Context: an optimization exercise on an open-source flow, tuned for small area and few clock cycles. The choices shown serve that exercise and are no tape-out recipe. At most, simulation tests tie the RTL to the original design; equivalence was not proved. Only the layout flow was run in run 1; the RTL was not checked for function there.

==> flow/design.v <==
`timescale 1ns/1ps
module conv_top (
  input  logic        clk,
  input  logic        reset,
  input  logic        ready,
  output logic        busy,
  output logic [9:0]  iaddr,
  output logic        ioe,
  input  logic [7:0]  idata,
  output logic        l0_wen,
  output logic [9:0]  l0_addr,
  output logic [11:0] l0_data,
  output logic        l1_wen,
  output logic [7:0]  l1_addr,
  output logic [11:0] l1_data
);
  localparam int img_dim   = 32;
  localparam int pos_w     = $clog2(img_dim);
  localparam int pixel_w   = 8;
  localparam int sum_w     = 12;    
  localparam int feat_w    = 12;    
  localparam int relu_w    = 11;    
  localparam int band_h    = 4;
  localparam int col_len   = band_h + 2;
  localparam int n_bands   = img_dim / band_h;
  localparam int band_w    = $clog2(n_bands);
  localparam int q_w       = $clog2(col_len);
  localparam int k_w       = $clog2(band_h);
  localparam int buf_len   = 2 * col_len + 3;
  logic [band_w-1:0] b;
  logic [pos_w-1:0]  c;
  logic [q_w-1:0]    q;
  logic              prime;      
  logic [pixel_w-1:0] sr [buf_len];
  logic q_last, c_last, done;
  assign q_last = (q == q_w'(col_len - 1));
  assign c_last = &c;
  assign done   = !prime && (b == band_w'(n_bands - 1)) && c_last &&
                  (q == q_w'(band_h));   
  always_ff @(posedge clk or posedge reset) begin
    if (reset)
      busy <= 1'b0;
    else if (!busy)
      busy <= ready;
    else if (done)
      busy <= 1'b0;
  end
  always_ff @(posedge clk) begin
    if (!busy) begin
      b     <= band_w'(n_bands - 1);
      c     <= pos_w'(img_dim - 2);
      q     <= q_w'(band_h - 2);
      prime <= 1'b1;
    end else begin
      q <= q_last ? '0 : q + 1'b1;
      if (q_last) begin
        c <= c + 1'b1;
        if (c_last) begin
          b     <= b + 1'b1;
          prime <= 1'b0;
        end
      end
    end
  end
  logic [q_w-1:0]    rd_slot;    
  logic              rd_next;    
  logic [pos_w:0]    rd_col;
  logic [band_w-1:0] rd_band;
  logic [pos_w-1:0]  rd_row;
  always_comb begin
    if (q >= q_w'(band_h - 2)) begin
      rd_slot = q - q_w'(band_h - 2);
      rd_next = 1'b1;
    end else begin
      rd_slot = q + 3'd4;
      rd_next = 1'b0;
    end
  end
  assign rd_col  = {1'b0, c} + (rd_next ? 6'd2 : 6'd1);
  assign rd_band = b + band_w'(rd_col[pos_w]);
  assign rd_row  = {rd_band, {k_w{1'b0}}} + rd_slot - 1'b1;   
  assign ioe   = busy;
  assign iaddr = {rd_row[pos_w-1:0], rd_col[pos_w-1:0]};
  always_ff @(posedge clk) begin
    sr[0] <= idata;
    for (int i = 1; i < buf_len; i++)
      sr[i] <= sr[i-1];
  end
  logic [pixel_w-1:0] p_ul, p_ur, p_cc, p_cr, p_dl, p_dc, p_dr;
  assign p_dr = sr[0];
  assign p_cr = sr[1];
  assign p_ur = sr[2];
  assign p_dc = sr[col_len];
  assign p_cc = sr[col_len + 1];
  assign p_dl = sr[2 * col_len];
  assign p_ul = sr[2 * col_len + 2];
  logic pad_l, pad_r, pad_u, pad_d;
  assign pad_l = (c == '0);
  assign pad_r = c_last;
  assign pad_u = (b == '0) && (q == '0);
  assign pad_d = (b == band_w'(n_bands - 1)) && (q == q_w'(band_h - 1));
  logic [pixel_w-1:0] m_ul, m_dl, m_ur, m_cr, m_dr, m_dc;
  assign m_ul = (pad_l || pad_u) ? '0 : p_ul;
  assign m_dl = (pad_l || pad_d) ? '0 : p_dl;
  assign m_ur = (pad_r || pad_u) ? '0 : p_ur;
  assign m_cr = pad_r ? '0 : p_cr;
  assign m_dr = (pad_r || pad_d) ? '0 : p_dr;
  assign m_dc = pad_d ? '0 : p_dc;
  logic [relu_w-1:0] pos, neg;
  logic [relu_w:0]   diff;
  assign pos  = m_dl + p_cc + m_ur + {m_dc, 1'b0} + {m_cr, 1'b0};
  assign neg  = {m_ul, 1'b0} + {m_dr, 1'b0} + m_dr;
  assign diff = {1'b0, pos} - {1'b0, neg};
  logic [relu_w-1:0] feat;
  assign feat = diff[relu_w] ? '0 : diff[relu_w-1:0];
  logic valid;
  assign valid = busy && !prime && (q < q_w'(band_h));
  assign l0_wen  = valid;
  assign l0_addr = {b, q[k_w-1:0], c};
  assign l0_data = {1'b0, feat};
  localparam int n_acc = band_h / 2;
  logic [relu_w-1:0] acc [n_acc];
  logic [relu_w-1:0] acc_cur, pool;
  logic              first;
  logic [k_w-1:0]    sel;
  assign sel     = q[k_w-1:0] >> 1;
  assign acc_cur = acc[sel];
  assign first   = !c[0] && !q[0];
  assign pool    = (first || feat > acc_cur) ? feat : acc_cur;
  always_ff @(posedge clk) begin
    if (valid)
      acc[sel] <= pool;
  end
  logic l1_blk;
  assign l1_blk  = q[2];
  assign l1_wen  = busy && !prime && c[0] && !q[0] && (q != '0);
  assign l1_addr = {b, l1_blk, c[pos_w-1:1]};
  assign l1_data = {1'b0, acc[l1_blk]};
endmodule
==> flow/flow/run.sh <==
#!/bin/bash
# Standard synthesis, then its combinational logic re-mapped for area with
# the registers untouched, then the standard layout with the smallest
# buffer cell on the ports.
set -euo pipefail
R=orfs/results/sky130hd/conv_top/base
LIB=$FLOW_HOME/platforms/sky130hd/lib/sky130_fd_sc_hd__tt_025C_1v80.lib
bash standard.sh synth > 1_standard_synth.log 2>&1
mkdir -p reopt
cp $R/1_2_yosys.v reopt/std_netlist.v
python3 flow/split_lib.py $LIB reopt > 2_split_lib.log 2>&1
yosys -s flow/reopt.ys > 3_reopt_yosys.log 2>&1
cp reopt/netlist.v $R/1_2_yosys.v
rm -f $R/1_synth.odb
bash standard.sh "BUFFER_PORTS_ARGS=-buffer_cell sky130_fd_sc_hd__buf_1" finish > 4_standard_layout.log 2>&1
==> flow/flow/abc_area.scr <==
strash
&get -n
&deepsyn -T 5
&put
dch -f
amap
==> flow/flow/reopt.ys <==
# Re-map the combinational logic of the standard synthesis for area. The
# flip-flops are black boxes here, so every register keeps its instance
# name and cell type.
read_liberty -lib reopt/seq.lib
read_liberty -ignore_miss_func reopt/comb.lib
read_verilog reopt/std_netlist.v
hierarchy -top conv_top
flatten
hierarchy -top conv_top
opt -purge
tee -o reopt/before.txt stat
abc -liberty reopt/map.lib -script flow/abc_area.scr
# the combinational cell models went with the flattening; give check their ports
read_liberty -lib reopt/map.lib
opt_clean -purge
hilomap -singleton -hicell sky130_fd_sc_hd__conb_1 HI -locell sky130_fd_sc_hd__conb_1 LO
insbuf -buf sky130_fd_sc_hd__buf_4 A X
splitnets
opt_clean -purge
check -assert
tee -o reopt/after.txt stat -liberty reopt/map.lib
write_verilog -noattr -nohex -nodec reopt/netlist.v
==> flow/flow/split_lib.py <==
#!/usr/bin/env python3
# Split the platform liberty file into its sequential cells (kept as black
# boxes) and its combinational cells (read as logic, and offered to abc).
import re, sys
src, out_dir = sys.argv[1], sys.argv[2]
lib = open(src).read()
first = lib.index('cell (')
hdr = lib[:lib.rfind('\n', 0, first) + 1]
cells, pos = [], first
while True:
    j = lib.find('cell (', pos)
    if j < 0:
        break
    k = lib.index('{', j) + 1
    d = 1
    while d:
        ch = lib[k]
        if ch == '{':
            d += 1
        elif ch == '}':
            d -= 1
        k += 1
    name = re.match(r'cell \("?(\w+)', lib[j:]).group(1)
    cells.append((name, lib[j:k]))
    pos = k
seq = [c for n, c in cells if re.search(r'\b(ff|latch|statetable)\s*\(', c)]
comb = [(n, c) for n, c in cells if not re.search(r'\b(ff|latch|statetable)\s*\(', c)]
# the platform's DONT_USE_CELLS are all lpflow_* and probe* cells
usable = [c for n, c in comb if 'lpflow' not in n and 'probe' not in n]
for fn, body in (('seq.lib', seq), ('comb.lib', [c for n, c in comb]), ('map.lib', usable)):
    with open(out_dir + '/' + fn, 'w') as f:
        f.write(hdr + '\n'.join(body) + '\n}\n')
print(len(seq), 'sequential,', len(comb), 'combinational,', len(usable), 'offered to abc')
==> flow/standard.sh <==
#!/bin/bash
# synth_recipe.tcl (not shown) runs the flow's synth.tcl, then flattens the netlist and writes it again
# the make line also repeats each setting of config.mk as NAME=value (left out here)
make -C /OpenROAD-flow-scripts/flow DESIGN_CONFIG=/design/flow/config.mk WORK_HOME=/design/flow/orfs CLKGATE_MAP_FILE= SYNTH_SCRIPT=/design/flow/synth_recipe.tcl "${@:-finish}"
==> flow/config.mk <==
export PLATFORM = sky130hd
export DESIGN_NAME = conv_top
export DESIGN_NICKNAME = conv_top
export VERILOG_FILES = /design/flow/design.v
export SDC_FILE = /design/flow/constraint.sdc
export NUM_CORES = 4
export LEC_CHECK = 0
export CAP_MARGIN = 20
export CORE_MARGIN = 2
export CORE_UTILIZATION = 40
export CTS_BUF_LIST = sky130_fd_sc_hd__clkbuf_8
export SLEW_MARGIN = 20
==> flow/constraint.sdc <==
create_clock -name core_clock -period 10.0 [get_ports {clk}]
set_input_delay 2.0000 -clock core_clock [delete_from_list [all_inputs] [get_ports {clk}]]
set_output_delay 2.0000 -clock core_clock [all_outputs]
set_load 0.01 [all_outputs]
==> impl_metrics.ini, run 1 <==
[status]
status = no timing/DRC/antenna violations

[timing]
final.setup.tns_ns = 0
hold_viol = 0
rsz0062_at_grt = false
slew_viol_final = 0
period_share_pct = 87.94
worst_slew_pin_slew_ns = 0.9734
fmaxAchievable_ghz = 0.1137
period_needed_ns = 8.794
skew_ns = 0.01474
slew_headroom_pct = 34.87
setup_viol = 0

[synth]
synth_cells = 746
syn-cell-area_mm2 = 0.006281
yosys_warnings = 2
synth.avg_cell_area_um2 = 8.420

[routing]
route.detailed.drc = 0
vias_per_cell = 4.696
post_drt_wl_per_cell_um = 12.43
drt_first_pass_iters = 4
drt_iter0_markers = 238
totalWireLength_mm = 12.52
via_count = 4729
drtAntennaViolNets = 0

[clock_network]
clk_pin_slew_ns = 0.08
cts_resized = 0
cts_buffers = 17
postCtsHoldBufs = 0
clockBufferDepth = 2
htreeDepth = 4
clk_latency_ns = 0.45
cts_tree = built
numClockSinks = 155
clock-root-buffer = clkbuf_8
cts_setup_buffers = 0

[setup_path]
crit_slowest_cell = dfxtp_2
path_common_cell = nor2_1
cp_max_fo = 16
end_kind = output pin
cp.arrival_ns = 6.79
start_kind = flip-flop
slowest_delay_ns = 0.56
cp.required_ns = 8.00
crit_type = reg2out

[layout]
layout_common_cells = dfxtp_1 (130), nor2_1 (123), o21ai_0 (104), nand2_1 (78), a21oi_1 (75)
areaGrowthSynthToFinish_pct = 8.347
antenna_cells = 0
drive_gt1_share_pct = 4.774
final_common_cell = dfxtp_1
nets = 794

[floorplanning]
rows = 45
start_util_pct = 41.16
core_mm2 = 0.01526
io_pins = 67
die_w_um = 129.3
die_y_um = 129.3
dieArea_mm2 = 0.01672

[job]
cap_violations = 0

[global_routing]
grt_pass1_wl_mm = 20.71
grt_overflow = 0
grt_max_degree = 18
grt_antenna_before_repair = 0
track_usage_pct = 16.22
grt_pass1_vias = 4341

[placement]
dp_hpwl_mm = 9.211
globalplace.congestion = 0.7765
io_buffers = 64

[hold_path]
holdCritPathClass = reg2reg
[sequential cells by signal, indices dropped and copies added (netlist names)]
signal / cells
b: 3
sr: 120
c: 5
sel: 1
acc: 22
busy: 1
prime: 1
q: 2
[final cells by class]
type / count / area [um2]
Tap cell: 211 / 264.0
Sequential cell: 155 / 3331
Inverter: 52 / 202.7
Clock buffer: 17 / 234.0
Multi-Input combinational cell: 487 / 2364
Fill cell: 1551 / 8453
Clock inverter: 15 / 125.1
Timing Repair Buffer: 70 / 285.3
[layer usage]
layer | vias up | global-route usage, % | part of all wire, %
li1 | 2577 | - | -
met1 | 2067 | 21.92 | 52
met2 | 72 | 24.61 | 44
met3 | 13 | 4.913 | 3.3
met4 | 0 | 6.010 | 1.3
met5 | - | 0 | 0
[path summary, 6_finish.rpt]
path | start | endpoint | slack, ns | cells past startpoint
setup / recovery | sel | l0_data[7] | 1.21 | 39
min in group asynchronous | reset | busy | 1.34 | 2
max in group asynchronous | reset | busy | 8.57 | 2
setup reg to reg | sel | acc[0][5] | 1.45 | 51
hold reg to reg | sr[3][0] | sr[4][0] | 0.32 | 0
hold / removal | sr[3][0] | sr[4][0] | 0.32 | 0
[worst max-delay path, delay by kind of cell, from the launching register on]
| family | cells | cell delay, ns |
|---|---|---|
| flip-flops | 1 | 0.56 |
| AND/OR/NAND/NOR | 24 | 2.98 |
| AO/OA/AOI/OAI | 12 | 1.93 |
| buffers and inverters | 3 | 0.85 |
[stage by stage]
step	area, um2	util, %	worst slack [ns]	hold slack, ns	cells
after floorplan	6285	-	2.405	0.3096	747
after global placement	6436	42.18	0.6099	0.3099	975
after detailed placement	6436	42.18	0.6005	0.3121	975
after CTS	6795	44.53	0.4749	0.3257	1007
after global routing	6805	44.60	0.03187	0.3330	1007
final	6805	44.60	1.206	0.3215	1007
==> run 2: changes to the inputs <==
--- a/flow/design.v
+++ b/flow/design.v
@@ -36,7 +36,7 @@
   assign q_last = (q == q_w'(col_len - 1));
   assign c_last = &c;
   assign done   = !prime && (b == band_w'(n_bands - 1)) && c_last &&
-                  (q == q_w'(band_h));   
+                  (q == q_w'(band_h - 1));
   always_ff @(posedge clk or posedge reset) begin
     if (reset)
       busy <= 1'b0;
@@ -131,9 +131,7 @@
     if (valid)
       acc[sel] <= pool;
   end
-  logic l1_blk;
-  assign l1_blk  = q[2];
-  assign l1_wen  = busy && !prime && c[0] && !q[0] && (q != '0);
-  assign l1_addr = {b, l1_blk, c[pos_w-1:1]};
-  assign l1_data = {1'b0, acc[l1_blk]};
+  assign l1_wen  = valid && c[0] && q[0];
+  assign l1_addr = {b, q[k_w-1:1], c[pos_w-1:1]};
+  assign l1_data = {1'b0, pool};
 endmodule
==> run 2 against run 1 <==
  * Still clean on timing, DRC and antenna
  * Highest routed layer unchanged
  * Largest cell class unchanged
  * Worst setup slack worse by 0.65 ns
  * Die area is 2.6% lower
  * Core utilization is 1.3 points higher
==> impl_metrics.ini, run 2 <==
[status]
status = no timing/DRC/antenna violations

[global_routing]
grt_pass1_wl_mm = 19.80
track_usage_pct = 15.66
grt_antenna_before_repair = 0
grt_overflow = 0
grt_pass1_vias = 4326
grt_max_degree = 21

[synth]
yosys_warnings = 2
synth.avg_cell_area_um2 = 8.708
syn-cell-area_mm2 = 0.006113
synth_cells = 702

[layout]
largest-register = sr
multi_input_area_mm2 = 0.002461
fillers = 1462
reg_top3 = sr x120, acc x22, c x5
post-route-cell-area_mm2 = 0.006928
layout_common_cells = dfxtp_1 (127), nand2_1 (91), nor2_1 (85), o21ai_0 (73), buf_1 (58)
drive_gt1_share_pct = 13.91
areaGrowthSynthToFinish_pct = 13.32
final_common_cell = dfxtp_1
antenna_cells = 0
largest_reg_flops = 120
seqCellArea_mm2 = 0.003337
nets = 760

[timing]
period_share_pct = 94.41
hold_viol = 0
slew_viol_final = 0
skew_ns = 0.01015
worst_slack_ns = 0.5594
worst_slew_pin_slew_ns = 1.047
fmaxAchievable_ghz = 0.1059
final.setup.tns_ns = 0
slew_headroom_pct = 29.92
setup_viol = 0
period_needed_ns = 9.441

[setup_path]
cp.arrival_ns = 7.44
path_common_cell = nand2_1
ff2ff_setup_slack_ns = 2.85
crit_slowest_cell = dfxtp_1
crit_type = reg2out
critPathBufInv = 4
cp_max_fo = 8
crit_family = simple AND/OR/NAND/NOR gates
r2r_end = acc[1][5]
cp.required_ns = 8.00
start_kind = flip-flop
reg2regPathDepth = 44
end_kind = output pin
reg2reg_from = c[0]
slowest_delay_ns = 0.37

[routing]
vias_per_cell = 4.958
totalWireLength_mm = 12.48
drt_iter0_markers = 255
via_count = 4710
route.detailed.drc = 0
drtAntennaViolNets = 0
drt_first_pass_iters = 7
post_drt_wl_per_cell_um = 13.14

[floorplanning]
core_mm2 = 0.01509
start_util_pct = 40.51
die_y_um = 127.6
dieArea_mm2 = 0.01629
io_pins = 67
rows = 45
die_w_um = 127.6

[placement]
io_buffers = 64
dp_worst_setup_slack_ns = 0.1038
globalplace.congestion = 0.7968
place_area_mm2 = 0.006246
dp_hpwl_mm = 8.710

[hold_path]
min-delay-start = sr[13][2]
min_path_cells = 0
worstHoldEndpoint = sr[14][2]
holdCritPathClass = reg2reg

[job]
cap_violations = 0

[clock_network]
clock-root-buffer = clkbuf_8
postCtsHoldBufs = 0
clk_latency_ns = 0.45
numClockSinks = 155
htreeDepth = 4
cts_tree = built
cts_buffers = 17
clk_pin_slew_ns = 0.08
clockBufferDepth = 2
run 2: stage by stage:
step	hold WS [ns]	utilization, %	std cells
3_5_place_dp	0.3121	41.39	908
3_3_place_gp	0.3102	41.39	908
5_1_grt	0.3197	45.91	950
6_report	0.3197	45.91	950
4_1_cts	0.3162	44.15	940
2_1_floorplan	0.3096	-	703
run 2: worst reg2reg max path, delay by kind of cell, from the launching register on:
family	cells	cell delay, ns
buffers and inverters	4	0.67
flip-flops	1	0.37
AND/OR/NAND/NOR	23	3.23
AO/OA/AOI/OAI	17	2.69
run 2: worst max-delay path by stage:
| stage | startpoint | to | slack (ns) | cells after the start |
|---|---|---|---|---|
| 2_1_floorplan | sel | l1_data[0] | 0.38 | 37 |
| 3_3_place_gp | q[2] | l1_data[3] | 0.34 | 44 |
| 3_5_place_dp | b[0] | l1_data[3] | 0.10 | 41 |
| 4_1_cts | q[2] | l1_data[3] | 0.01 | 45 |
| 5_1_grt | c[0] | l1_data[5] | -0.03 | 45 |
| 6_report | c[0] | l1_data[2] | 0.56 | 45 |
run 2: routing by layer:
metal | track usage (%) | share of wire (%) | up-vias
met5 | 0 | 0 | -
met1 | 19.01 | 47 | 2123
met4 | 7.369 | 2.5 | 0
li1 | - | - | 2469
met3 | 4.229 | 3.8 | 25
met2 | 25.92 | 47 | 93
run 2: timing repair:
item	CTS	global route
hold endpoints to repair	0	0
buffers inserted	0	8
resized for setup	8	80
cloned	0	2
pin swaps	0	7
setup endpoints to repair	11	11
run 2: area by class of cell:
class,count,area share (%)
Clock buffer,19,3.775
Clock inverter,13,2.005
Sequential cell,155,48.17
Multi-Input combinational cell,463,35.52
Tap cell,188,3.395
Inverter,32,1.770
Timing Repair Buffer,80,5.364
Testbench counts of run 2, summed over its fixed seeds: cycles 49,440.
==> run 3: changes to the inputs <==
--- a/flow/design.v
+++ b/flow/design.v
@@ -35,8 +35,7 @@
   logic q_last, c_last, done;
   assign q_last = (q == q_w'(col_len - 1));
   assign c_last = &c;
-  assign done   = !prime && (b == band_w'(n_bands - 1)) && c_last &&
-                  (q == q_w'(band_h - 1));
+  assign done   = !prime && (b == band_w'(n_bands - 1)) && c_last && q_last;
   always_ff @(posedge clk or posedge reset) begin
     if (reset)
       busy <= 1'b0;
@@ -118,20 +117,18 @@
   assign l0_wen  = valid;
   assign l0_addr = {b, q[k_w-1:0], c};
   assign l0_data = {1'b0, feat};
-  localparam int n_acc = band_h / 2;
-  logic [relu_w-1:0] acc [n_acc];
-  logic [relu_w-1:0] acc_cur, pool;
-  logic              first;
-  logic [k_w-1:0]    sel;
-  assign sel     = q[k_w-1:0] >> 1;
+  logic [relu_w-1:0] acc [2];
+  logic              sel, first, take;
+  logic [relu_w-1:0] acc_cur;
+  assign sel     = q[1] | (q[2] & q[0]);
   assign acc_cur = acc[sel];
   assign first   = !c[0] && !q[0];
-  assign pool    = (first || feat > acc_cur) ? feat : acc_cur;
+  assign take    = first || (feat > acc_cur);
   always_ff @(posedge clk) begin
-    if (valid)
-      acc[sel] <= pool;
+    if (valid && take)
+      acc[sel] <= feat;
   end
-  assign l1_wen  = valid && c[0] && q[0];
-  assign l1_addr = {b, q[k_w-1:1], c[pos_w-1:1]};
-  assign l1_data = {1'b0, pool};
+  assign l1_wen  = busy && !prime && c[0] && q[2];
+  assign l1_addr = {b, sel, c[pos_w-1:1]};
+  assign l1_data = {1'b0, acc_cur};
 endmodule
==> run 3 against run 2 <==
  * Still clean on timing, DRC and antenna
  * Cell count fell by 1.6%
  * Die area rose by 0.74%
  * Via count fell by 5.1%
  * Count of clock-buffer cells in the layout did not move
  * Routed wire length fell by 11%
  * First-iteration DRC count rose by 2.0%
  * Synthesized cell count fell by 0.28%
  * Critical path type unchanged
==> impl_metrics.ini, run 3 <==
[status]
status = no timing/DRC/antenna violations

[global_routing]
grt_pass1_vias = 4077
grt_max_degree = 17
grt_pass1_wl_mm = 18.52
grt_overflow = 0
grt_antenna_before_repair = 0
track_usage_pct = 14.38

[setup_path]
path_common_cell = nor2_1
reg2regPathDepth = 44
crit_slowest_cell = a211oi_1
cp.required_ns = 8.00
crit_type = reg2out
start_kind = flip-flop
crit_family = compound AO/OA/AOI/OAI gates
r2r_end = acc[1][8]
reg2reg_from = q[0]
cp_max_fo = 11
critPathBufInv = 5
ff2ff_setup_slack_ns = 1.55
end_kind = output pin
slowest_delay_ns = 0.63
cp.arrival_ns = 7.03

[routing]
vias_per_cell = 4.779
drt_first_pass_iters = 4
via_count = 4468
totalWireLength_mm = 11.15
route.detailed.drc = 0
drtAntennaViolNets = 0
drt_iter0_markers = 260
post_drt_wl_per_cell_um = 11.93

[hold_path]
min-delay-start = sr[10][2]
holdCritPathClass = reg2reg
worstHoldEndpoint = sr[11][2]
min_path_cells = 0

[floorplanning]
rows = 45
io_pins = 67
die_w_um = 128.1
die_y_um = 128.1
core_mm2 = 0.01515
start_util_pct = 40.67
dieArea_mm2 = 0.01641

[synth]
syn-cell-area_mm2 = 0.006160
synth_cells = 700
synth.avg_cell_area_um2 = 8.800
yosys_warnings = 2

[timing]
worst_slew_pin_slew_ns = 0.7020
period_needed_ns = 9.034
hold_viol = 0
setup_viol = 0
skew_ns = 0.009756
rsz0062_at_grt = true
fmaxAchievable_ghz = 0.1107
slew_viol_final = 0
period_share_pct = 90.34
slew_headroom_pct = 52.91
worst_slack_ns = 0.9659

[layout]
largest_reg_flops = 120
reg_top3 = sr x120, acc x22, c x5
largest-register = sr
seqCellArea_mm2 = 0.003328
fillers = 1425
nets = 745
fin_util_pct = 44.44
drive_gt1_share_pct = 5.221
antenna_cells = 0
layout_common_cells = dfxtp_1 (132), nor2_1 (98), nand2_1 (77), o21ai_0 (77)
final_common_cell = dfxtp_1
areaGrowthSynthToFinish_pct = 9.263
multi_input_area_mm2 = 0.002303

[placement]
dp_hpwl_mm = 8.265
dp_worst_setup_slack_ns = 1.023
globalplace.congestion = 0.8380
io_buffers = 64

[clock_network]
postCtsHoldBufs = 0
clk_pin_slew_ns = 0.08
cts_setup_buffers = 0
htreeDepth = 4
numClockSinks = 155
clockBufferDepth = 2
cts_tree = built
clk_latency_ns = 0.45
cts_buffers = 17
cts_resized = 0
clock-root-buffer = clkbuf_8

[job]
cap_violations = 0
==> run 3: cell count changes in the layout (fill, tap and decap cells not counted), moves of 5 or more <==
| cell | previous run | this run |
|---|---|---|
| nand2_1 | 91 | 77 |
| nor2b_1 | 26 | 38 |
| nor2_1 | 85 | 98 |
| o21ai_2 | 5 | 0 |
| buf_1 | 58 | 64 |
| o21ai_1 | 11 | 0 |
| nor2_2 | 7 | 2 |
| a21oi_2 | 18 | 0 |
| clkbuf_2 | 6 | 0 |
| a21oi_1 | 50 | 64 |
| clkinv_1 | 27 | 40 |
| dfxtp_1 | 127 | 132 |
| buf_4 | 15 | 3 |
==> run 3: routing by layer <==
metal | global-route usage, % | part of all wire [%] | routed length [um] | up-vias
li1 | - | - | - | 2416
met2 | 22.18 | 43 | 4842 | 106
met3 | 4.048 | 5.3 | 588 | 22
met5 | 0 | 0 | 0 | -
met1 | 18.47 | 49 | 5445 | 1924
met4 | 7.304 | 2.5 | 276 | 0
==> run 3: worst max-delay path by stage <==
stage / from / end / slack (ns) / cells past startpoint
after CTS: q[0] / l0_data[9] / 0.78 / 35
after global routing: q[0] / l0_data[9] / -0.06 / 35
after global placement: q[0] / acc[1][1] / 1.65 / 44
after floorplan: q[0] / l0_data[9] / 2.09 / 34
after detailed placement: q[0] / acc[1][2] / 1.02 / 44
final: q[0] / l0_data[9] / 0.97 / 35
==> run 3: through the flow <==
step                hold WS, ns  cell area [um2]  cells  setup TNS (ns)
floorplan                0.3096             6163    701               0
global placement         0.3098             6270    903               0
detailed placement       0.3121             6270    903               0
CTS                      0.3300             6720    935               0
global route             0.3351             6730    935         -0.1104
finish                   0.3251             6730    935               0
==> run 3: final cells by class <==
class                           instances  area share (%)
Clock buffer                           19           3.885
Clock inverter                         13           2.807
Inverter                               40           2.231
Multi-Input combinational cell        453           34.23
Sequential cell                       155           49.45
Tap cell                              188           3.495
Timing Repair Buffer                   67           3.904
Testbench counts of run 3, summed over its fixed seeds: cycles 49,504.
==> run 4: changes to the inputs <==
--- a/flow/config.mk
+++ b/flow/config.mk
@@ -9,4 +9,6 @@
 export CORE_MARGIN = 2
 export CORE_UTILIZATION = 40
 export CTS_BUF_LIST = sky130_fd_sc_hd__clkbuf_8
+export CTS_CLUSTER_DIAMETER = 100
+export CTS_CLUSTER_SIZE = 24
 export SLEW_MARGIN = 20
==> run 4 against run 3 <==
  * Via count unchanged
  * Global-route usage unchanged
  * Die area unchanged
  * Count of clock-buffer cells in the layout unchanged
  * Design area unchanged
  * Still clean
  * First-iteration DRC count unchanged
  * Cell count unchanged
  * Core utilization unchanged
  * Maximum frequency unchanged
==> impl_metrics.ini, run 4 <==
[floorplanning]
core_mm2 = 0.01515
io_pins = 67
die_y_um = 128.1
die_w_um = 128.1
dieArea_mm2 = 0.01641
start_util_pct = 40.67
rows = 45

[layout]
final_common_cell = dfxtp_1
antenna_cells = 0
reg_top3 = sr x120, acc x22, c x5
layout_common_cells = dfxtp_1 (132), nor2_1 (98), nand2_1 (77), o21ai_0 (77)
areaGrowthSynthToFinish_pct = 9.263
largest-register = sr
drive_gt1_share_pct = 5.221
nets = 745
largest_reg_flops = 120

[clock_network]
htreeDepth = 4
cts_tree = built
clockBufferDepth = 2
clock-root-buffer = clkbuf_8
cts_buffers = 17
clk_pin_slew_ns = 0.08
postCtsHoldBufs = 0
numClockSinks = 155
clk_latency_ns = 0.45

[global_routing]
met2_usage_pct = 22.18
gr-max-usage-layer = met2
grt_pass1_wl_mm = 18.52
grt_overflow = 0
grt_antenna_before_repair = 0
grt_max_degree = 17
grt_use_met3_pct = 4.048
grt_pass1_vias = 4077
track_usage_pct = 14.38
met1_usage_pct = 18.47

[routing]
post_drt_wl_per_cell_um = 11.93
route.detailed.drc = 0
vias_per_cell = 4.779
drt_first_pass_iters = 4
totalWireLength_mm = 11.15
drt_iter0_markers = 260
drtAntennaViolNets = 0
via_count = 4468

[timing]
skew_ns = 0.009756
setup_viol = 0
worst_slew_pin_slew_ns = 0.7020
slew_headroom_pct = 52.91
period_share_pct = 90.34
fmaxAchievable_ghz = 0.1107
worst_slack_ns = 0.9659
period_needed_ns = 9.034
slew_viol_final = 0
hold_viol = 0
final.setup.tns_ns = 0
rsz0062_at_grt = true

[setup_path]
crit_family = compound AO/OA/AOI/OAI gates
cp.required_ns = 8.00
cp.arrival_ns = 7.03
end_kind = output pin
crit_type = reg2out
start_kind = flip-flop
crit_slowest_cell = a211oi_1
r2r_end = acc[1][8]
cp_max_fo = 11
critPathBufInv = 5
reg2reg_from = q[0]
path_common_cell = nor2_1
ff2ff_setup_slack_ns = 1.55
reg2regPathDepth = 44
slowest_delay_ns = 0.63

[synth]
synth_cells = 700
syn-cell-area_mm2 = 0.006160
synth.avg_cell_area_um2 = 8.800
yosys_warnings = 2

[placement]
dp_worst_setup_slack_ns = 1.023
io_buffers = 64
dp_hpwl_mm = 8.265
globalplace.congestion = 0.8380

[hold_path]
holdCritPathClass = reg2reg
min_path_cells = 0
min-delay-start = sr[10][2]
worstHoldEndpoint = sr[11][2]

[job]
cap_violations = 0

[status]
status = no timing/DRC/antenna violations
run 4: through the flow:
stage | instance area, um2 | instances | hold WS [ns] | utilization, %
floorplan | 6163 | 701 | 0.3096 | -
global placement | 6270 | 903 | 0.3098 | 41.40
detailed placement | 6270 | 903 | 0.3121 | 41.40
CTS | 6720 | 935 | 0.3300 | 44.37
global route | 6730 | 935 | 0.3351 | 44.44
finish | 6730 | 935 | 0.3251 | 44.44
run 4: worst max-delay path by stage:
stage                     depth (start not counted)  startpoint  slack, ns    endpoint
after floorplan                                  34        q[0]       2.09  l0_data[9]
after global placement                           44        q[0]       1.65   acc[1][1]
after detailed placement                         44        q[0]       1.02   acc[1][2]
after CTS                                        35        q[0]       0.78  l0_data[9]
after global routing                             35        q[0]      -0.06  l0_data[9]
final                                            35        q[0]       0.97  l0_data[9]
run 4: final cells by class:
| type | count | area, um2 |
|---|---|---|
| clock inverter | 13 | 188.9 |
| multi-input combinational | 453 | 2303 |
| fill | 1425 | 8416 |
| tap | 188 | 235.2 |
| timing repair buffer | 67 | 262.8 |
| sequential | 155 | 3328 |
| inverter | 40 | 150.1 |
| clock buffer | 19 | 261.5 |
run 4: layer usage:
layer	share of wire, %	wire length (um)
met5	0	0
met4	2.5	276
met1	49	5445
met2	43	4842
met3	5.3	588
run 4: repair_timing:
action / 4_1_cts / 5_1_grt
buffers inserted: 0 / 0
setup endpoints to repair: 0 / 26
gates resized for setup: 0 / 4
==> run 5: changes to the inputs <==
==> flow/flow/run.sh (replaced) <==
#!/bin/bash
# Standard synthesis, then its combinational logic re-mapped for area with
# the registers untouched, then the standard layout with the smallest
# buffer cell on the ports and a clock tree without dummy loads.
set -euo pipefail
R=orfs/results/sky130hd/conv_top/base
LIB=$FLOW_HOME/platforms/sky130hd/lib/sky130_fd_sc_hd__tt_025C_1v80.lib
bash standard.sh synth > 1_standard_synth.log 2>&1
mkdir -p reopt
cp $R/1_2_yosys.v reopt/std_netlist.v
python3 flow/split_lib.py $LIB reopt > 2_split_lib.log 2>&1
yosys -s flow/reopt.ys > 3_reopt_yosys.log 2>&1
cp reopt/netlist.v $R/1_2_yosys.v
rm -f $R/1_synth.odb
bash standard.sh "BUFFER_PORTS_ARGS=-buffer_cell sky130_fd_sc_hd__buf_1" \
  "CTS_ARGS=$(cat flow/cts_args.txt)" finish > 4_standard_layout.log 2>&1
==> flow/flow/cts_args.txt (new file) <==
-sink_clustering_enable -repair_clock_nets -dont_use_dummy_load -buf_list sky130_fd_sc_hd__clkbuf_16 -sink_clustering_size 40 -sink_clustering_max_diameter 200
--- a/flow/config.mk
+++ b/flow/config.mk
@@ -9,6 +9,4 @@
 export CORE_MARGIN = 2
 export CORE_UTILIZATION = 40
 export CTS_BUF_LIST = sky130_fd_sc_hd__clkbuf_8
-export CTS_CLUSTER_DIAMETER = 100
-export CTS_CLUSTER_SIZE = 24
 export SLEW_MARGIN = 20
==> run 5 against run 4 <==
  * Critical path depth did not move
  * Global-route usage rose by 0.12 points
  * Die area did not move
  * Clock skew rose by 0.0043 ns
  * Register-to-register slack got worse by 0.32 ns
  * Routed wire length fell by 0.50%
  * Critical path type unchanged
==> impl_metrics.ini, run 5 <==
[status]
status = no timing/DRC/antenna violations

[global_routing]
track_usage_pct = 14.49
grt_max_degree = 17
grt_antenna_before_repair = 0
grt_pass1_wl_mm = 18.63
grt_overflow = 0
grt_pass1_vias = 4049

[timing]
period_share_pct = 90.58
skew_ns = 0.01410
hold_slack_ns = 0.3161
period_needed_ns = 9.058
rsz0062_at_grt = true
setup_viol = 0
worst_slack_ns = 0.9421
fmaxAchievable_ghz = 0.1104
hold_viol = 0
worst_slew_pin_slew_ns = 0.6786
slew_viol_final = 0
slew_headroom_pct = 54.76

[clock_network]
clockBufferDepth = 2
htreeDepth = 4
clock-root-buffer = clkbuf_16
cts_tree = built
numClockSinks = 155
clk_latency_ns = 0.42
cts_buffers = 17
clk_pin_slew_ns = 0.05

[placement]
dp_worst_setup_slack_ns = 1.023
io_buffers = 64
globalplace.congestion = 0.8380
dp_hpwl_mm = 8.265
numPlacedInstances = 903
place_area_mm2 = 0.006270

[routing]
drt_iter0_markers = 328
route.detailed.drc = 0
vias_per_cell = 4.768
post_drt_wl_per_cell_um = 12.06
via_count = 4387
totalWireLength_mm = 11.10
drtAntennaViolNets = 0
drt_first_pass_iters = 4

[setup_path]
path_common_cell = nor2_1
crit_type = reg2out
end_kind = output pin
cp_max_fo = 11
crit_slowest_cell = a211oi_1
slowest_delay_ns = 0.60
reg2regPathDepth = 44
start_kind = flip-flop
cp.arrival_ns = 7.06
cp.required_ns = 8.00

[layout]
drive_gt1_share_pct = 3.142
post-route-cell-area_mm2 = 0.006700
layout_common_cells = dfxtp_1 (132), nor2_1 (98), nand2_1 (77), o21ai_0 (77)
final_common_cell = dfxtp_1
fin_cells = 920
areaGrowthSynthToFinish_pct = 8.775
nets = 745
largest-register = sr
antenna_cells = 0
largest_reg_flops = 120
fillers = 1421
fin_util_pct = 44.24
reg_top3 = sr x120, acc x22, c x5

[synth]
syn-cell-area_mm2 = 0.006160
synth.avg_cell_area_um2 = 8.800
synth_cells = 700
yosys_warnings = 2

[floorplanning]
die_y_um = 128.1
die_w_um = 128.1
start_util_pct = 40.67
core_mm2 = 0.01515
dieArea_mm2 = 0.01641
rows = 45
io_pins = 67

[hold_path]
min_path_cells = 0
holdCritPathClass = reg2reg

[job]
cap_violations = 0
## run 5: final timing paths
kind,from,end,slack (ns)
min in group asynchronous,reset,busy,1.38
min reg2reg,sr[10][2],sr[11][2],0.32
max,q[0],l0_data[9],0.94
max in group asynchronous,reset,busy,8.53
max reg2reg,q[0],acc[1][9],1.23
min,sr[10][2],sr[11][2],0.32
## run 5: repair_timing
action / CTS / global route
buffers inserted: 0 / 0
resized for setup: 0 / 2
hold buffers: 0 / 0
endpoints found under the hold margin: 0 / 0
setup endpoints to repair: 0 / 26
## run 5: per-layer routing
layer	vias up	wire length [um]	global-route usage [%]
met3	15	625	4.674
met4	0	181	6.335
met1	1879	5396	18.81
met5	-	0	0
met2	97	4893	22.18
li1	2396	-	-
## run 5: critical path, delay by kind of cell (launching register included)
kind	cells	cell delay [ns]
buffers and inverters	5	1.01
AOI/OAI and AO/OA	13	2.53
and+or+nand+nor	17	2.60
DFF	1	0.51
## run 5: stage by stage
stage / setup TNS [ns]
after floorplan: 0
after global placement: 0
after detailed placement: 0
after CTS: 0
after global routing: -1.960
final: 0
## run 5: area by class of cell
class                           count  area (um2)  area share, %
Sequential cell                   155        3328          49.67
Multi-Input combinational cell    453        2298          34.30
Clock buffer                       17       425.4          6.349
Timing Repair Buffer               67       262.8          3.922
Tap cell                          188       235.2          3.511
Inverter                           40       150.1          2.241
==> run 6: changes to the inputs <==
==> flow/flow/cts_args.txt (replaced) <==
-repair_clock_nets -dont_use_dummy_load -buf_list sky130_fd_sc_hd__clkbuf_8
==> run 6 against run 5 <==
  * Synthesized area is the same
  * Largest cell class unchanged
  * Cell count unchanged
  * Global-route usage down 0.15 points
==> impl_metrics.ini, run 6 <==
[layout]
antenna_cells = 0
nets = 745
fillers = 1448
post-route-cell-area_mm2 = 0.006509
reg_top3 = sr x120, acc x22, c x5
largest_reg_flops = 120
fin_util_pct = 42.97
largest-register = sr
layout_common_cells = dfxtp_1 (132), nor2_1 (98), nand2_1 (77), o21ai_0 (77)
drive_gt1_share_pct = 3.142
final_common_cell = dfxtp_1
areaGrowthSynthToFinish_pct = 5.667

[timing]
setup_viol = 0
period_share_pct = 90.97
worst_slack_ns = 0.9030
fmaxAchievable_ghz = 0.1099
slew_viol_final = 0
worst_slew_pin_slew_ns = 0.6968
slew_headroom_pct = 53.55
skew_ns = 0.02112
hold_viol = 0
rsz0062_at_grt = true
hold_slack_ns = 0.3147
period_needed_ns = 9.097

[routing]
drt_iter0_markers = 324
vias_per_cell = 4.776
drtAntennaViolNets = 0
post_drt_wl_per_cell_um = 12.04
totalWireLength_mm = 11.07
route.detailed.drc = 0
drt_first_pass_iters = 4
via_count = 4394

[synth]
synth_cells = 700
synth.avg_cell_area_um2 = 8.800
syn-cell-area_mm2 = 0.006160
yosys_warnings = 2

[placement]
io_buffers = 64
dp_hpwl_mm = 8.265
globalplace.congestion = 0.8380
place_area_mm2 = 0.006270
dp_worst_setup_slack_ns = 1.023

[setup_path]
end_kind = output pin
path_common_cell = nor2_1
crit_type = reg2out
cp_max_fo = 11
crit_slowest_cell = a211oi_1
cp.arrival_ns = 7.10
start_kind = flip-flop
critPathBufInv = 5
cp.required_ns = 8.00
crit_family = simple AND/OR/NAND/NOR gates
slowest_delay_ns = 0.60

[floorplanning]
io_pins = 67
dieArea_mm2 = 0.01641
die_w_um = 128.1
start_util_pct = 40.67
die_y_um = 128.1
rows = 45
core_mm2 = 0.01515

[hold_path]
holdCritPathClass = reg2reg

[global_routing]
grt_pass1_wl_mm = 18.44
grt_pass1_vias = 4042
track_usage_pct = 14.34
grt_overflow = 0
grt_antenna_before_repair = 0
grt_max_degree = 17

[clock_network]
htreeDepth = 4
clk_latency_ns = 0.45
cts_tree = built
postCtsHoldBufs = 0
clk_pin_slew_ns = 0.07
clockBufferDepth = 2
clock-root-buffer = clkbuf_8
cts_buffers = 17
numClockSinks = 155

[job]
cap_violations = 0

[status]
status = no timing/DRC/antenna violations
## run 6: through the flow
stage          TNS (ns)  std cells
3_3_place_gp          0        903
6_report              0        920
5_1_grt          -1.914        920
4_1_cts               0        920
3_5_place_dp          0        903
2_1_floorplan         0        701
## run 6: final timing paths
| check | start | endpoint | slack (ns) | cells past startpoint |
|---|---|---|---|---|
| worst max-delay path | q[0] | l0_data[9] | 0.90 | 35 |
| worst min-delay path | sr[10][2] | sr[11][2] | 0.31 | 0 |
| worst max register to register | q[0] | acc[1][10] | 1.21 | 44 |
| worst min register to register | sr[10][2] | sr[11][2] | 0.31 | 0 |
| max in group asynchronous | reset | busy | 8.57 | 2 |
| min in group asynchronous | reset | busy | 1.35 | 2 |
## run 6: cell type report
type                       instances  area, um2  area share [%]
inverter                          40      150.1           2.307
clock buffer                      17      234.0           3.595
tap                              188      235.2           3.614
timing repair buffer              67      262.8           4.037
multi-input combinational        453       2298           35.31
sequential                       155       3328           51.13
## run 6: what timing repair did
action,CTS,global route
setup buffers,0,0
endpoints found under the setup margin,0,26
gates resized for setup,0,2
## run 6: metal layers
metal / part of all wire [%] / vias to the layer above / track usage, % / routed length, um
li1: - / 2396 / - / -
met1: 50 / 1897 / 18.55 / 5531
met2: 44 / 84 / 21.83 / 4834
met3: 4.7 / 17 / 4.716 / 525
met4: 1.6 / 0 / 6.529 / 181
met5: 0 / - / 0 / 0
==> run 7: changes to the inputs <==
==> flow/flow/cts_args.txt (replaced) <==
-sink_clustering_enable -repair_clock_nets -dont_use_dummy_load -buf_list sky130_fd_sc_hd__clkbuf_8
==> run 7 against run 6 <==
  * Count of clock-buffer cells in the layout stayed put
  * Largest cell class unchanged
  * Still clean
  * Routed wire length unchanged
  * Cell count unchanged
  * Critical path type unchanged
  * Global-route usage is the same
  * Register-to-register slack hardly changed
  * Core utilization stayed put
==> impl_metrics.ini, run 7 <==
[layout]
multi_input_area_mm2 = 0.002298
largest_reg_flops = 120
seqCellArea_mm2 = 0.003328
nets = 745
final_common_cell = dfxtp_1
fillers = 1448
areaGrowthSynthToFinish_pct = 5.667
drive_gt1_share_pct = 3.142
largest-register = sr
reg_top3 = sr x120, acc x22, c x5
layout_common_cells = dfxtp_1 (132), nor2_1 (98), nand2_1 (77), o21ai_0 (77)
antenna_cells = 0

[timing]
setup_viol = 0
slew_viol_final = 0
hold_viol = 0
period_share_pct = 90.97
skew_ns = 0.02112
final.setup.tns_ns = 0
hold_slack_ns = 0.3147
slew_headroom_pct = 53.55
worst_slew_pin_slew_ns = 0.6968
fmaxAchievable_ghz = 0.1099
rsz0062_at_grt = true
period_needed_ns = 9.097

[setup_path]
path_common_cell = nor2_1
ff2ff_setup_slack_ns = 1.21
slowest_delay_ns = 0.60
cp.arrival_ns = 7.10
reg2regPathDepth = 44
cp.required_ns = 8.00
setup.worst_path.end = l0_data[9]
end_kind = output pin
cp_max_fo = 11
critPathLaunch = q[0]
reg2reg_from = q[0]
r2r_end = acc[1][10]
crit_type = reg2out
crit_slowest_cell = a211oi_1
start_kind = flip-flop

[routing]
drt_iter0_markers = 324
drt_first_pass_iters = 4
post_drt_wl_per_cell_um = 12.04
totalWireLength_mm = 11.07
via_count = 4394
vias_per_cell = 4.776
route.detailed.drc = 0
drtAntennaViolNets = 0

[global_routing]
track_usage_pct = 14.34
grt_pass1_vias = 4042
grt_antenna_before_repair = 0
grt_pass1_wl_mm = 18.44
grt_overflow = 0
grt_max_degree = 17

[hold_path]
holdCritPathClass = reg2reg
min-delay-start = sr[10][2]
min_path_cells = 0

[synth]
syn-cell-area_mm2 = 0.006160
yosys_warnings = 2
synth.avg_cell_area_um2 = 8.800
synth_cells = 700

[clock_network]
cts_resized = 0
clk_latency_ns = 0.45
clockBufferDepth = 2
postCtsHoldBufs = 0
cts_buffers = 17
cts_tree = built
numClockSinks = 155
htreeDepth = 4
clk_pin_slew_ns = 0.07
cts_setup_buffers = 0
clock-root-buffer = clkbuf_8

[floorplanning]
die_w_um = 128.1
core_mm2 = 0.01515
io_pins = 67
start_util_pct = 40.67
rows = 45
dieArea_mm2 = 0.01641
die_y_um = 128.1

[status]
status = no timing/DRC/antenna violations

[placement]
dp_hpwl_mm = 8.265
globalplace.congestion = 0.8380
io_buffers = 64

[job]
cap_violations = 0
==> run 7: worst max-delay path, delay by kind of cell, from the launching register on <==
kind	cells	cell delay, ns
simple gates	17	2.58
compound gates	13	2.53
buf+inv	5	1.02
flops	1	0.52
==> run 7: per-stage QoR <==
step                util, %  area [um2]  std cells  setup slack, ns
floorplan                 -        6163        701            2.089
CTS                   42.94        6504        920           0.7970
global route          42.97        6509        920          -0.1775
global placement      41.40        6270        903            1.652
finish                42.97        6509        920           0.9030
detailed placement    41.40        6270        903            1.023
==> run 7: area by class of cell <==
| type | count | share of cell area, % |
|---|---|---|
| inverter | 40 | 2.307 |
| sequential | 155 | 51.13 |
| multi-input combinational | 453 | 35.31 |
| tap | 188 | 3.614 |
| timing repair buffer | 67 | 4.037 |
| clock buffer | 17 | 3.595 |
==> run 7: metal layers <==
layer / global-route usage, % / up-vias / part of all wire, %
met5: 0 / - / 0
met4: 6.529 / 0 / 1.6
met3: 4.716 / 17 / 4.7
met2: 21.83 / 84 / 44
met1: 18.55 / 1897 / 50
li1: - / 2396 / -
==> run 7: worst min-delay path by stage <==
stage                      endpoint
after floorplan           sr[10][0]
after global placement    sr[14][0]
after detailed placement  sr[12][5]
after CTS                 sr[11][2]
after global routing      sr[11][2]
final                     sr[11][2]
==> run 8: changes to the inputs <==
==> flow/flow/cts_args.txt (replaced) <==
-sink_clustering_enable -repair_clock_nets -dont_use_dummy_load -buf_list sky130_fd_sc_hd__clkbuf_4 -sink_clustering_size 8 -sink_clustering_max_diameter 50
==> run 8 against run 7 <==
  * Sequential share of layout area increased by 0.62 points
  * Routed wire length about the same
  * Clock skew increased by 0.011 ns
  * Non-clock buffer count unchanged
  * Largest cell class unchanged
  * Worst setup slack improved by 0.19 ns
  * Synthesized cell count unchanged
  * Cell count increased by 0.11%
  * Count of clock-buffer cells in the layout unchanged
==> impl_metrics.ini, run 8 <==
[status]
status = no timing/DRC/antenna violations

[routing]
totalWireLength_mm = 11.07
top_layer = met4
wl_met3_um = 518
post_drt_wl_per_cell_um = 12.02
drt_first_pass_iters = 5
drt_iter0_markers = 258
dr_wl_met2_mm = 4.889
wl_met1_mm = 5.482
route.detailed.drc = 0
via_count = 4411
drtAntennaViolNets = 0
vias_per_cell = 4.789

[timing]
skew_ns = 0.03192
rsz0062_at_grt = false
fmaxAchievable_ghz = 0.1123
period_share_pct = 89.05
hold_viol = 0
worst_slew_pin_slew_ns = 0.8489
slew_headroom_pct = 43.20
slew_viol_final = 0
setup_viol = 0
period_needed_ns = 8.905
final.setup.tns_ns = 0

[global_routing]
grt_pass1_wl_mm = 18.38
grt_overflow = 0
grt_max_degree = 17
track_usage_pct = 14.27
grt_antenna_before_repair = 1
grt_pass1_vias = 4043

[setup_path]
crit_slowest_cell = dfxtp_1
cp.required_ns = 8.00
slowest_delay_ns = 0.53
cp.arrival_ns = 6.90
cp_max_fo = 11
start_kind = flip-flop
path_common_cell = nor2_1
crit_type = reg2out
end_kind = output pin

[clock_network]
postCtsHoldBufs = 0
cts_setup_buffers = 0
clk_latency_ns = 0.54
htreeDepth = 4
cts_tree = built
cts_buffers = 17
clockBufferDepth = 2
clk_pin_slew_ns = 0.10
numClockSinks = 155
clock-root-buffer = clkbuf_4
cts_resized = 0

[layout]
reg_top3 = sr x120, acc x22, c x5
nets = 745
drive_gt1_share_pct = 3.825
largest-register = sr
final_common_cell = dfxtp_1
largest_reg_flops = 120
layout_common_cells = dfxtp_1 (132), nor2_1 (98), nand2_1 (77), o21ai_0 (77)
areaGrowthSynthToFinish_pct = 4.408

[synth]
synth_cells = 700
yosys_warnings = 2
synth.avg_cell_area_um2 = 8.800
syn-cell-area_mm2 = 0.006160

[floorplanning]
core_mm2 = 0.01515
die_y_um = 128.1
start_util_pct = 40.67
die_w_um = 128.1
dieArea_mm2 = 0.01641
io_pins = 67
rows = 45

[placement]
globalplace.congestion = 0.8380
io_buffers = 64
dp_hpwl_mm = 8.265

[job]
cap_violations = 0

[hold_path]
holdCritPathClass = reg2reg
-- run 8: cell count changes in the layout (fill, tap and decap cells not counted) --
cell      change
or2_1         +1
clkbuf_8     -17
a211oi_2      +3
or2_0         -1
clkinv_1      -1
clkbuf_4     +17
nor3_1        -1
nor3_4        +1
a211oi_1      -3
diode_2       +1
inv_2         +1
-- run 8: final cells by class --
class,instances,area [um2]
Fill cell,1451,8715
Antenna cell,1,2.502
Inverter,40,150.1
Multi-Input combinational cell,453,2325
Clock buffer,17,127.6
Sequential cell,155,3328
Tap cell,188,235.2
Timing Repair Buffer,67,262.8
-- run 8: layer usage --
layer  GRT usage, %  up-vias
met5              0        -
met4          6.399        0
met3          4.549       17
met2          21.96       92
met1          18.39     1898
li1               -     2404
-- run 8: metrics by stage --
stage	setup WS [ns]	cell area, um2	util [%]	hold slack [ns]	std cells
6_report	1.095	6431	42.46	0.3097	921
5_1_grt	0.08582	6431	42.46	0.3202	921
4_1_cts	0.6760	6397	42.24	0.3177	920
3_5_place_dp	1.023	6270	41.40	0.3121	903
3_3_place_gp	1.652	6270	41.40	0.3098	903
2_1_floorplan	2.089	6163	-	0.3096	701
-- run 8: final timing paths --
kind / start / end / slack (ns) / depth (start not counted)
setup / recovery: q[0] / l0_data[2] / 1.10 / 35
hold / removal: sr[10][2] / sr[11][2] / 0.31 / 0
setup reg to reg: q[0] / acc[0][4] / 1.33 / 44
hold reg to reg: sr[10][2] / sr[11][2] / 0.31 / 0
max in group asynchronous: reset / busy / 8.65 / 2
min in group asynchronous: reset / busy / 1.27 / 2
-- run 8: critical path, delay by kind of cell, from the launching register on --
family,cells,cell delay (ns)
AND/OR/NAND/NOR,17,2.56
AO/OA/AOI/OAI,13,2.33
buffers and inverters,5,0.93
flip-flops,1,0.53
==> run 9: changes to the inputs <==
--- a/flow/design.v
+++ b/flow/design.v
@@ -26,7 +26,7 @@
   localparam int band_w    = $clog2(n_bands);
   localparam int q_w       = $clog2(col_len);
   localparam int k_w       = $clog2(band_h);
-  localparam int buf_len   = 2 * col_len + 3;
+  localparam int buf_len   = 2 * col_len + 2;    
   logic [band_w-1:0] b;
   logic [pos_w-1:0]  c;
   logic [q_w-1:0]    q;
@@ -48,7 +48,7 @@
     if (!busy) begin
       b     <= band_w'(n_bands - 1);
       c     <= pos_w'(img_dim - 2);
-      q     <= q_w'(band_h - 2);
+      q     <= q_w'(band_h - 1);
       prime <= 1'b1;
     end else begin
       q <= q_last ? '0 : q + 1'b1;
@@ -67,11 +67,11 @@
   logic [band_w-1:0] rd_band;
   logic [pos_w-1:0]  rd_row;
   always_comb begin
-    if (q >= q_w'(band_h - 2)) begin
-      rd_slot = q - q_w'(band_h - 2);
+    if (q >= q_w'(band_h - 1)) begin
+      rd_slot = q - q_w'(band_h - 1);
       rd_next = 1'b1;
     end else begin
-      rd_slot = q + 3'd4;
+      rd_slot = q + 3'd3;
       rd_next = 1'b0;
     end
   end
@@ -80,31 +80,33 @@
   assign rd_row  = {rd_band, {k_w{1'b0}}} + rd_slot - 1'b1;   
   assign ioe   = busy;
   assign iaddr = {rd_row[pos_w-1:0], rd_col[pos_w-1:0]};
+  logic zero_q;
+  always_ff @(posedge clk)
+    zero_q <= (rd_band == '0 && rd_slot == '0) ||
+              (rd_band == band_w'(n_bands - 1) && rd_slot == q_w'(col_len - 1));
   always_ff @(posedge clk) begin
-    sr[0] <= idata;
+    sr[0] <= zero_q ? '0 : idata;
     for (int i = 1; i < buf_len; i++)
       sr[i] <= sr[i-1];
   end
   logic [pixel_w-1:0] p_ul, p_ur, p_cc, p_cr, p_dl, p_dc, p_dr;
-  assign p_dr = sr[0];
-  assign p_cr = sr[1];
-  assign p_ur = sr[2];
-  assign p_dc = sr[col_len];
-  assign p_cc = sr[col_len + 1];
-  assign p_dl = sr[2 * col_len];
-  assign p_ul = sr[2 * col_len + 2];
-  logic pad_l, pad_r, pad_u, pad_d;
+  assign p_dr = idata;
+  assign p_cr = sr[0];
+  assign p_ur = sr[1];
+  assign p_dc = sr[col_len - 1];
+  assign p_cc = sr[col_len];
+  assign p_dl = sr[2 * col_len - 1];
+  assign p_ul = sr[2 * col_len + 1];
+  logic pad_l, pad_r;
   assign pad_l = (c == '0);
   assign pad_r = c_last;
-  assign pad_u = (b == '0) && (q == '0);
-  assign pad_d = (b == band_w'(n_bands - 1)) && (q == q_w'(band_h - 1));
   logic [pixel_w-1:0] m_ul, m_dl, m_ur, m_cr, m_dr, m_dc;
-  assign m_ul = (pad_l || pad_u) ? '0 : p_ul;
-  assign m_dl = (pad_l || pad_d) ? '0 : p_dl;
-  assign m_ur = (pad_r || pad_u) ? '0 : p_ur;
+  assign m_ul = pad_l ? '0 : p_ul;
+  assign m_dl = pad_l ? '0 : p_dl;
+  assign m_ur = pad_r ? '0 : p_ur;
   assign m_cr = pad_r ? '0 : p_cr;
-  assign m_dr = (pad_r || pad_d) ? '0 : p_dr;
-  assign m_dc = pad_d ? '0 : p_dc;
+  assign m_dr = (pad_r || zero_q) ? '0 : p_dr;
+  assign m_dc = p_dc;
   logic [relu_w-1:0] pos, neg;
   logic [relu_w:0]   diff;
   assign pos  = m_dl + p_cc + m_ur + {m_dc, 1'b0} + {m_cr, 1'b0};
==> flow/flow/cts_args.txt (replaced) <==
-sink_clustering_enable -repair_clock_nets -dont_use_dummy_load -root_buf sky130_fd_sc_hd__clkbuf_16 -buf_list sky130_fd_sc_hd__clkbuf_4
==> run 9 against run 8 <==
  * Routed wire length increased by 4.9%
  * Core utilization up 0.16 points
  * Sequential cell count down 7
  * Still clean
  * Highest routed layer unchanged
  * Critical endpoint is now l0_data[3]
==> impl_metrics.ini, run 9 <==
[setup_path]
r2r_end = acc[1][9]
crit_slowest_cell = nor2b_1
cp.arrival_ns = 7.06
end_kind = output pin
start_kind = input port
reg2regPathDepth = 40
cp_max_fo = 12
setup.worst_path.end = l0_data[3]
slowest_delay_ns = 0.65
reg2reg_from = c[2]
cp.required_ns = 8.00
critPathLaunch = idata[1]
ff2ff_setup_slack_ns = 1.38
crit_type = in2out
path_common_cell = nor2_1

[routing]
drt_first_pass_iters = 4
drtAntennaViolNets = 0
drt_iter0_markers = 226
via_count = 4390
vias_per_cell = 4.938
route.detailed.drc = 0
post_drt_wl_per_cell_um = 13.07
totalWireLength_mm = 11.62

[clock_network]
htreeDepth = 4
cts_tree = built
cts_setup_buffers = 0
clk_latency_ns = 0.38
clk_pin_slew_ns = 0.12
clockBufferDepth = 2
cts_resized = 0
postCtsHoldBufs = 0
clock-root-buffer = clkbuf_16
cts_buffers = 17
numClockSinks = 148

[global_routing]
grt_pass1_vias = 4062
grt_overflow = 0
grt_pass1_wl_mm = 19.11
grt_max_degree = 18
grt_antenna_before_repair = 0
track_usage_pct = 15.34

[layout]
reg_top3 = sr x112, acc x22, c x5
largest-register = sr
antenna_cells = 0
areaGrowthSynthToFinish_pct = 4.227
nets = 718
layout_common_cells = dfxtp_1 (125), nor2_1 (94), o21ai_0 (76), a21oi_1 (68), buf_1 (64)
final_common_cell = dfxtp_1
drive_gt1_share_pct = 2.979
fillers = 1446
post-route-cell-area_mm2 = 0.006171
largest_reg_flops = 112
fin_cells = 889

[timing]
slew_viol_final = 0
slew_headroom_pct = 37.64
rsz0062_at_grt = false
period_needed_ns = 9.058
hold_viol = 0
fmaxAchievable_ghz = 0.1104
final.setup.tns_ns = 0
setup_viol = 0
period_share_pct = 90.58
hold_slack_ns = 0.2993
worst_slew_pin_slew_ns = 0.9320
skew_ns = 0.03320

[floorplanning]
core_mm2 = 0.01448
io_pins = 67
die_w_um = 125.7
die_y_um = 125.7
start_util_pct = 40.89
rows = 44
dieArea_mm2 = 0.01579

[hold_path]
holdCritPathClass = reg2reg
min-delay-start = sr[8][3]

[synth]
synth.avg_cell_area_um2 = 8.797
synth_cells = 673
syn-cell-area_mm2 = 0.005921
yosys_warnings = 2

[placement]
place_area_mm2 = 0.006026
io_buffers = 64
globalplace.congestion = 0.8331
numPlacedInstances = 872
dp_hpwl_mm = 8.682

[job]
cap_violations = 0

[status]
status = no timing/DRC/antenna violations
==> run 9: metal layers <==
metal  GRT usage (%)  up-vias  share of wire [%]
li1                -     2351                  -
met1           19.41     1962                 48
met2           24.58       62                 45
met3           5.480       15                5.0
met4           4.902        0                1.4
met5               0        -                  0
==> run 9: stage by stage <==
stage | setup WS [ns] | utilization, %
final | 0.9422 | 42.62
after global routing | 0.1478 | 42.62
after CTS | 0.8643 | 42.62
after detailed placement | 0.6399 | 41.62
after global placement | 0.9628 | 41.62
after floorplan | 1.704 | -
==> run 9: worst max-delay path: cells and delay by family <==
kind / cells / cell delay [ns]
AND/OR/NAND/NOR: 20 / 2.79
AO/OA/AOI/OAI: 9 / 1.80
buffers and inverters: 3 / 0.48
==> run 9: worst min-delay path by stage <==
stage	cells past startpoint	slack, ns	endpoint
finish	0	0.30	sr[9][3]
global route	0	0.30	sr[5][3]
CTS	0	0.30	sr[9][3]
detailed placement	0	0.31	sr[10][0]
global placement	0	0.31	sr[13][2]
floorplan	0	0.31	sr[10][0]
==> run 9: area by class of cell <==
cell class	count	area, um2	share of cell area (%)
sequential	148	3188	51.66
multi-input combinational	425	2165	35.08
timing repair buffer	67	262.8	4.258
tap	184	230.2	3.731
inverter	48	180.2	2.920
clock buffer	17	145.1	2.352
Testbench counts of run 9, summed over its fixed seeds: cycles 49,472.

==> afterwards: timing with drivers on the ports <==
In the flow no input, the clock included, has a driving cell. The finished layouts below were timed again as built, in two steps.
Step 1: set_driving_cell puts a clkbuf_16 on clk and a buf_2 on each other input, an assumption about the parent block.
Step 2, shift: input delay + t, output delay - t, t = (earliest + latest rising clock arrival at the registers) / 2. This alone moves slack from input paths to output paths.
Slacks: ideal / step 1 / step 2; pairs: ideal / step 1.
| run | t, ns | setup slack, ns | worst setup path after step 2 | slew at the worst register clock pin (ns) |
|---|---|---|---|---|
| run 1 | 0.480 | 1.206 / 1.168 / 1.450 | register to register | 0.08 / 0.08 |
| run 2 | 0.483 | 0.559 / 0.526 / 1.009 | register to output | 0.08 / 0.08 |
| run 3 | 0.479 | 0.966 / 0.931 / 1.411 | register to output | 0.08 / 0.08 |
| run 4 | 0.479 | 0.966 / 0.931 / 1.411 | register to output | 0.08 / 0.08 |
| run 5 | 0.447 | 0.942 / 0.903 / 1.229 | register to register | 0.06 / 0.06 |
| run 6 | 0.466 | 0.903 / 0.868 / 1.209 | register to register | 0.08 / 0.08 |
| run 7 | 0.466 | 0.903 / 0.868 / 1.209 | register to register | 0.08 / 0.08 |
| run 8 | 0.554 | 1.095 / 1.062 / 1.328 | register to register | 0.13 / 0.13 |
| run 9 | 0.400 | 0.942 / 0.899 / 0.615 | input to register | 0.12 / 0.12 |
After both steps setup and hold are still met in every run listed. For run 9, which loses most, drivers alone change the setup slack by -0.043 ns; drivers and shift together by -0.327 ns.
